What follows belongs to an exercise in optimizing a design on an open flow for a short achievable clock period; a production flow would make more cautious choices.
Function was checked by simulation only, so behaviour that the tests miss may differ from the original.
The clock port is modelled as an ideal driver; clocking choices that lean on that would not hold on a real chip.
Power figures rest on the tool's default switching activity, not on a simulated workload.

## before
// core_complex_fabric
module core_complex_fabric
(
  input  logic     clk_i,
  input  logic     rst_ni,
  input  offload_pkg::acc_req_t acc_req_i,
  input  logic     acc_valid_i,
  output logic     acc_ready_o,
  output offload_pkg::acc_rsp_t acc_rsp_o,
  output logic     acc_rsp_valid_o,
  input  logic     acc_rsp_ready_i,
  output offload_pkg::acc_req_t fpu_req_o,
  output logic     fpu_valid_o,
  input  logic     fpu_ready_i,
  input  offload_pkg::acc_rsp_t fpu_rsp_i,
  input  logic     fpu_rsp_valid_i,
  output logic     fpu_rsp_ready_o,
  output offload_pkg::acc_req_t hive_req_o,
  output logic     hive_valid_o,
  input  logic     hive_ready_i,
  input  offload_pkg::acc_rsp_t hive_rsp_i,
  input  logic     hive_rsp_valid_i,
  output logic     hive_rsp_ready_o,
  input  offload_pkg::addr_t    tcdm_base_i,
  input  offload_pkg::mem_req_t core_req_i,
  input  logic     core_valid_i,
  output logic     core_ready_o,
  output offload_pkg::mem_rsp_t core_rsp_o,
  output logic     core_rsp_valid_o,
  output offload_pkg::mem_req_t tcdm_req_o,
  output logic     tcdm_valid_o,
  input  logic     tcdm_ready_i,
  input  offload_pkg::mem_rsp_t tcdm_rsp_i,
  input  logic     tcdm_rsp_valid_i,
  output logic     tcdm_rsp_ready_o,
  output offload_pkg::mem_req_t soc_req_o,
  output logic     soc_valid_o,
  input  logic     soc_ready_i,
  input  offload_pkg::mem_rsp_t soc_rsp_i,
  input  logic     soc_rsp_valid_i,
  output logic     soc_rsp_ready_o
);
For scale: about 1400 flip-flops, about 880 I/O pins, roughly 54000 µm² of cells after synthesis.
==> flow/config.mk <==
export PLATFORM = sky130hd
export DESIGN_NAME = core_complex_fabric
export DESIGN_NICKNAME = core_complex_fabric
export VERILOG_FILES = /design/flow/design.v
export SDC_FILE = /design/flow/constraint.sdc
export NUM_CORES = 4
export LEC_CHECK = 0
export ABC_CLOCK_PERIOD_IN_PS = 2500
export CAP_MARGIN = 20
export CORE_MARGIN = 2
export CORE_UTILIZATION = 40
export SETUP_SLACK_MARGIN = 2.5
export SLEW_MARGIN = 20
export SYNTH_HIERARCHICAL = 1
export TNS_END_PERCENT = 0
==> flow/constraint.sdc <==
create_clock -name core_clock -period 5.0 [get_ports {clk_i}]
set_input_delay 1.0000 -clock core_clock [delete_from_list [all_inputs] [get_ports {clk_i}]]
set_output_delay 1.0000 -clock core_clock [all_outputs]
set_load 0.01 [all_outputs]
standard.sh (not shown) runs the stock make flow with config.mk's settings and CLKGATE_MAP_FILE= SYNTH_SCRIPT=/design/flow/synth_recipe.tcl, a recipe that flattens the netlist after the stock synthesis.
==> flow/flow/run.sh <==
#!/bin/bash
# Own layout flow: the standard synthesis unchanged, then the
# standard ORFS layout with
#  - sizing not tied to cell footprints (MATCH_CELL_FOOTPRINT=0),
#  - delay cells kept out of the layout (added to DONT_USE_CELLS), and
#    the port buffers made of plain buffers (BUFFER_PORTS_ARGS),
#  - the ports of the memory window compare kept together (io.tcl),
#  - a greedy gate-sizing pass after CTS and after global routing
#    (post_cts.tcl, post_grt.tcl, sizer.tcl).
# Each step's full output goes to a log in this folder (and ORFS's own
# per-step logs under orfs/logs).
set -euo pipefail
cd "$(dirname "$0")/.."
W=$PWD

# 1. Standard synthesis, unchanged
bash standard.sh synth > "$W/log_synth.txt" 2>&1

# 2. Layout: the standard make command with extra settings
export DONT_USE_CELLS="sky130_fd_sc_hd__clkdlybuf4s15_1 sky130_fd_sc_hd__clkdlybuf4s15_2 sky130_fd_sc_hd__clkdlybuf4s18_1 sky130_fd_sc_hd__clkdlybuf4s18_2 sky130_fd_sc_hd__clkdlybuf4s25_1 sky130_fd_sc_hd__clkdlybuf4s25_2 sky130_fd_sc_hd__clkdlybuf4s50_1 sky130_fd_sc_hd__clkdlybuf4s50_2 sky130_fd_sc_hd__dlymetal6s2s_1 sky130_fd_sc_hd__dlymetal6s4s_1 sky130_fd_sc_hd__dlymetal6s6s_1 sky130_fd_sc_hd__dlygate4sd1_1 sky130_fd_sc_hd__dlygate4sd2_1 sky130_fd_sc_hd__dlygate4sd3_1"
export BUFFER_PORTS_ARGS="-buffer_cell sky130_fd_sc_hd__buf_4"
export PRE_IO_PLACEMENT_TCL="$W/flow/io.tcl"
export POST_CTS_TCL="$W/flow/post_cts.tcl"
export POST_GLOBAL_ROUTE_TCL="$W/flow/post_grt.tcl"
sed "s|\"\${@:-finish}\"|MATCH_CELL_FOOTPRINT=0 \"\${@:-finish}\"|" standard.sh > "$W/layout.sh"
bash "$W/layout.sh" finish > "$W/log_layout.txt" 2>&1
Other scripts of this flow, unchanged in this note and not shown: flow/flow/io.tcl, flow/flow/post_cts.tcl, flow/flow/post_grt.tcl, flow/flow/sizer.tcl
before finished end to end and its layout was clean on timing, DRC and antenna.
diff inputs: before => after
-- flow/design.v --
<<< before, line 70
  output logic                   ssr_we_o,
  output logic [offload_pkg::NSC:0][offload_pkg::NUM_SSRS*offload_pkg::NUM_SSR_REGS-1:0] ssr_sel_o,
  output offload_pkg::acc_id_t   ssr_rid_o
);
  localparam int unsigned NW = offload_pkg::NUM_SSRS*offload_pkg::NUM_SSR_REGS;
>>> after, line 70
  output logic                   ssr_we_o,
  output logic [offload_pkg::NSC:0][offload_pkg::NUM_SSRS*offload_pkg::NUM_SSR_REGS-1:0] ssr_sel_o,
  output offload_pkg::acc_id_t   ssr_rid_o,
  output logic [offload_pkg::NUM_SSRS*offload_pkg::NUM_SSR_REGS-1:0] ssr_sel_next_o
);
  localparam int unsigned NW = offload_pkg::NUM_SSRS*offload_pkg::NUM_SSR_REGS;
<<< before, line 142
  assign tgt_valid_o = h_vld_q;
  assign ssr_we_o    = h_we_q;
  for (genvar c = 0; c <= offload_pkg::NSC; c++) begin : g_hsel
    cc_edffv #(.W(NW)) u_h_sel (.clk_i(clk_i), .en_i(!stall),
                                .d_i(full2_q ? t_sel_q : in_sel), .q_o(ssr_sel_o[c]));
  end
  assign ssr_rid_o   = h_rid_q;
>>> after, line 143
  assign tgt_valid_o = h_vld_q;
  assign ssr_we_o    = h_we_q;
  assign ssr_sel_next_o = full2_q ? t_sel_q : in_sel;
  for (genvar c = 0; c <= offload_pkg::NSC; c++) begin : g_hsel
    cc_edffv #(.W(NW)) u_h_sel (.clk_i(clk_i), .en_i(!stall),
                                .d_i(ssr_sel_next_o), .q_o(ssr_sel_o[c]));
  end
  assign ssr_rid_o   = h_rid_q;
<<< before, line 161
  input  logic [offload_pkg::NSC:0][offload_pkg::NUM_SSRS*offload_pkg::NUM_SSR_REGS-1:0] sel_i,
  input  offload_pkg::acc_id_t  rid_i,
  output offload_pkg::acc_rsp_t rsp_o,
  output logic     rsp_valid_o,
>>> after, line 163
  input  logic [offload_pkg::NSC:0][offload_pkg::NUM_SSRS*offload_pkg::NUM_SSR_REGS-1:0] sel_i,
  input  offload_pkg::acc_id_t  rid_i,
  input  logic [offload_pkg::NUM_SSRS*offload_pkg::NUM_SSR_REGS-1:0] sel_next_i,
  output offload_pkg::acc_rsp_t rsp_o,
  output logic     rsp_valid_o,
<<< before, line 184
    end
  end
  assign fwd   = pend_we_q & |(pend_sel_q & sel_i[offload_pkg::NSC]);
  assign rdata = fwd ? pend_data_q : fdata;
  assign ready_o = ~rsp_valid_q | rsp_ready_i;
>>> after, line 187
    end
  end
  logic fwd_q;
  always_ff @(posedge clk_i) begin
    fwd_q <= ~rst_ni & req_hs & we_i & |(sel_i[offload_pkg::NSC] & sel_next_i);
  end
  assign fwd   = fwd_q;
  assign rdata = fwd ? pend_data_q : fdata;
  assign ready_o = ~rsp_valid_q | rsp_ready_i;
<<< before, line 347
  logic [NT-1:0]   pair_eq_a, pair_eq_b;
  logic            win_ne_v, win_ne_r, win_ne_int;
  logic            vld_nf_n, tr_nf_n, sr_nf_n, not_full;
  for (genvar t = 0; t < NT; t++) begin : g_tree
    logic [NB-1:0] bit_eq;
>>> after, line 354
  logic [NT-1:0]   pair_eq_a, pair_eq_b;
  logic            win_ne_v, win_ne_r, win_ne_int;
  logic            vld_nf_n, tr_nf_n, sr_nf_n, not_full, not_full_q;
  for (genvar t = 0; t < NT; t++) begin : g_tree
    logic [NB-1:0] bit_eq;
<<< before, line 365
  cc_nand2 u_win_ne_r   (.a(pair_eq_a[2]), .b(pair_eq_b[2]), .y(win_ne_r));
  cc_nand2 u_win_ne_int (.a(pair_eq_a[3]), .b(pair_eq_b[3]), .y(win_ne_int));
  assign not_full = ~cnt_q[D-1];
  cc_nand2 u_vld_nf (.a(core_valid_i), .b(not_full), .y(vld_nf_n));
  cc_nand2 u_tr_nf  (.a(tcdm_ready_i), .b(not_full), .y(tr_nf_n));
>>> after, line 372
  cc_nand2 u_win_ne_r   (.a(pair_eq_a[2]), .b(pair_eq_b[2]), .y(win_ne_r));
  cc_nand2 u_win_ne_int (.a(pair_eq_a[3]), .b(pair_eq_b[3]), .y(win_ne_int));
  always_ff @(posedge clk_i) begin
    not_full_q <= rst_ni | ~cnt_d[D-1];
  end
  assign not_full = not_full_q;
  cc_nand2 u_vld_nf (.a(core_valid_i), .b(not_full), .y(vld_nf_n));
  cc_nand2 u_tr_nf  (.a(tcdm_ready_i), .b(not_full), .y(tr_nf_n));
<<< before, line 472
  logic [offload_pkg::NSC:0][offload_pkg::NUM_SSRS*offload_pkg::NUM_SSR_REGS-1:0] ssr_sel;
  offload_pkg::acc_id_t       ssr_rid;
  logic     [offload_pkg::NUM_TARGETS-1:0] src_valid, src_ready;
  offload_req_stage i_offload_req_stage (
>>> after, line 482
  logic [offload_pkg::NSC:0][offload_pkg::NUM_SSRS*offload_pkg::NUM_SSR_REGS-1:0] ssr_sel;
  offload_pkg::acc_id_t       ssr_rid;
  logic [offload_pkg::NUM_SSRS*offload_pkg::NUM_SSR_REGS-1:0] ssr_sel_next;
  logic     [offload_pkg::NUM_TARGETS-1:0] src_valid, src_ready;
  offload_req_stage i_offload_req_stage (
<<< before, line 484
    .ssr_we_o    (ssr_we),
    .ssr_sel_o   (ssr_sel),
    .ssr_rid_o   (ssr_rid)
  );
  assign fpu_req_o    = tgt_req;
>>> after, line 495
    .ssr_we_o    (ssr_we),
    .ssr_sel_o   (ssr_sel),
    .ssr_rid_o   (ssr_rid),
    .ssr_sel_next_o (ssr_sel_next)
  );
  assign fpu_req_o    = tgt_req;
<<< before, line 501
    .sel_i       (ssr_sel),
    .rid_i       (ssr_rid),
    .rsp_o       (ssr_rsp),
    .rsp_valid_o (ssr_rsp_valid),
>>> after, line 513
    .sel_i       (ssr_sel),
    .rid_i       (ssr_rid),
    .sel_next_i  (ssr_sel_next),
    .rsp_o       (ssr_rsp),
    .rsp_valid_o (ssr_rsp_valid),
==> comparison <==
- after: no failed stages, no open violations at the end
- Flip-flop and latch count: after vs before — no meaningful difference
- Compared to before, after has final-layout non-clock buffer area share 0.27 points higher.
- The estimated power of after ends up lower than the estimate for before.
- | final design area excluding fillers | after vs before | better |
- after does better than before on total wire length after detailed routing.
- Pin count of the biggest net entering global routing in after is 41 above before.
- after against before; number of clock buffers in the layout is up by a few percent.
- after and before ended up with roughly the same power dissipated in the clock network.

re-timing with driven ports:
The results above use ideal ports. As a check the final layouts listed here were re-extracted and re-timed, cells and wires unchanged.
Step 1 assumes that a clkbuf_16 drives the clock port and a buf_2 every other input.
Step 2, shift: input delay + t, output delay - t, t = (earliest + latest rising clock arrival at the registers) / 2. This alone moves slack from input paths to output paths.
Three values: ideal ports, drivers, drivers and shift; two values: the first two.
| run | t, ns | setup WS [ns] | worst data-port slew with drivers (ns) |
|---|---|---|---|
| before | 0.865 | 2.085 / 2.034 / 1.507 | 0.21 |
| after | 0.845 | 2.058 / 2.004 / 1.284 | 0.15 |
After both steps every run listed still meets setup and hold. For after, which loses most, drivers alone change the setup slack by -0.054 ns; drivers and shift together by -0.774 ns.
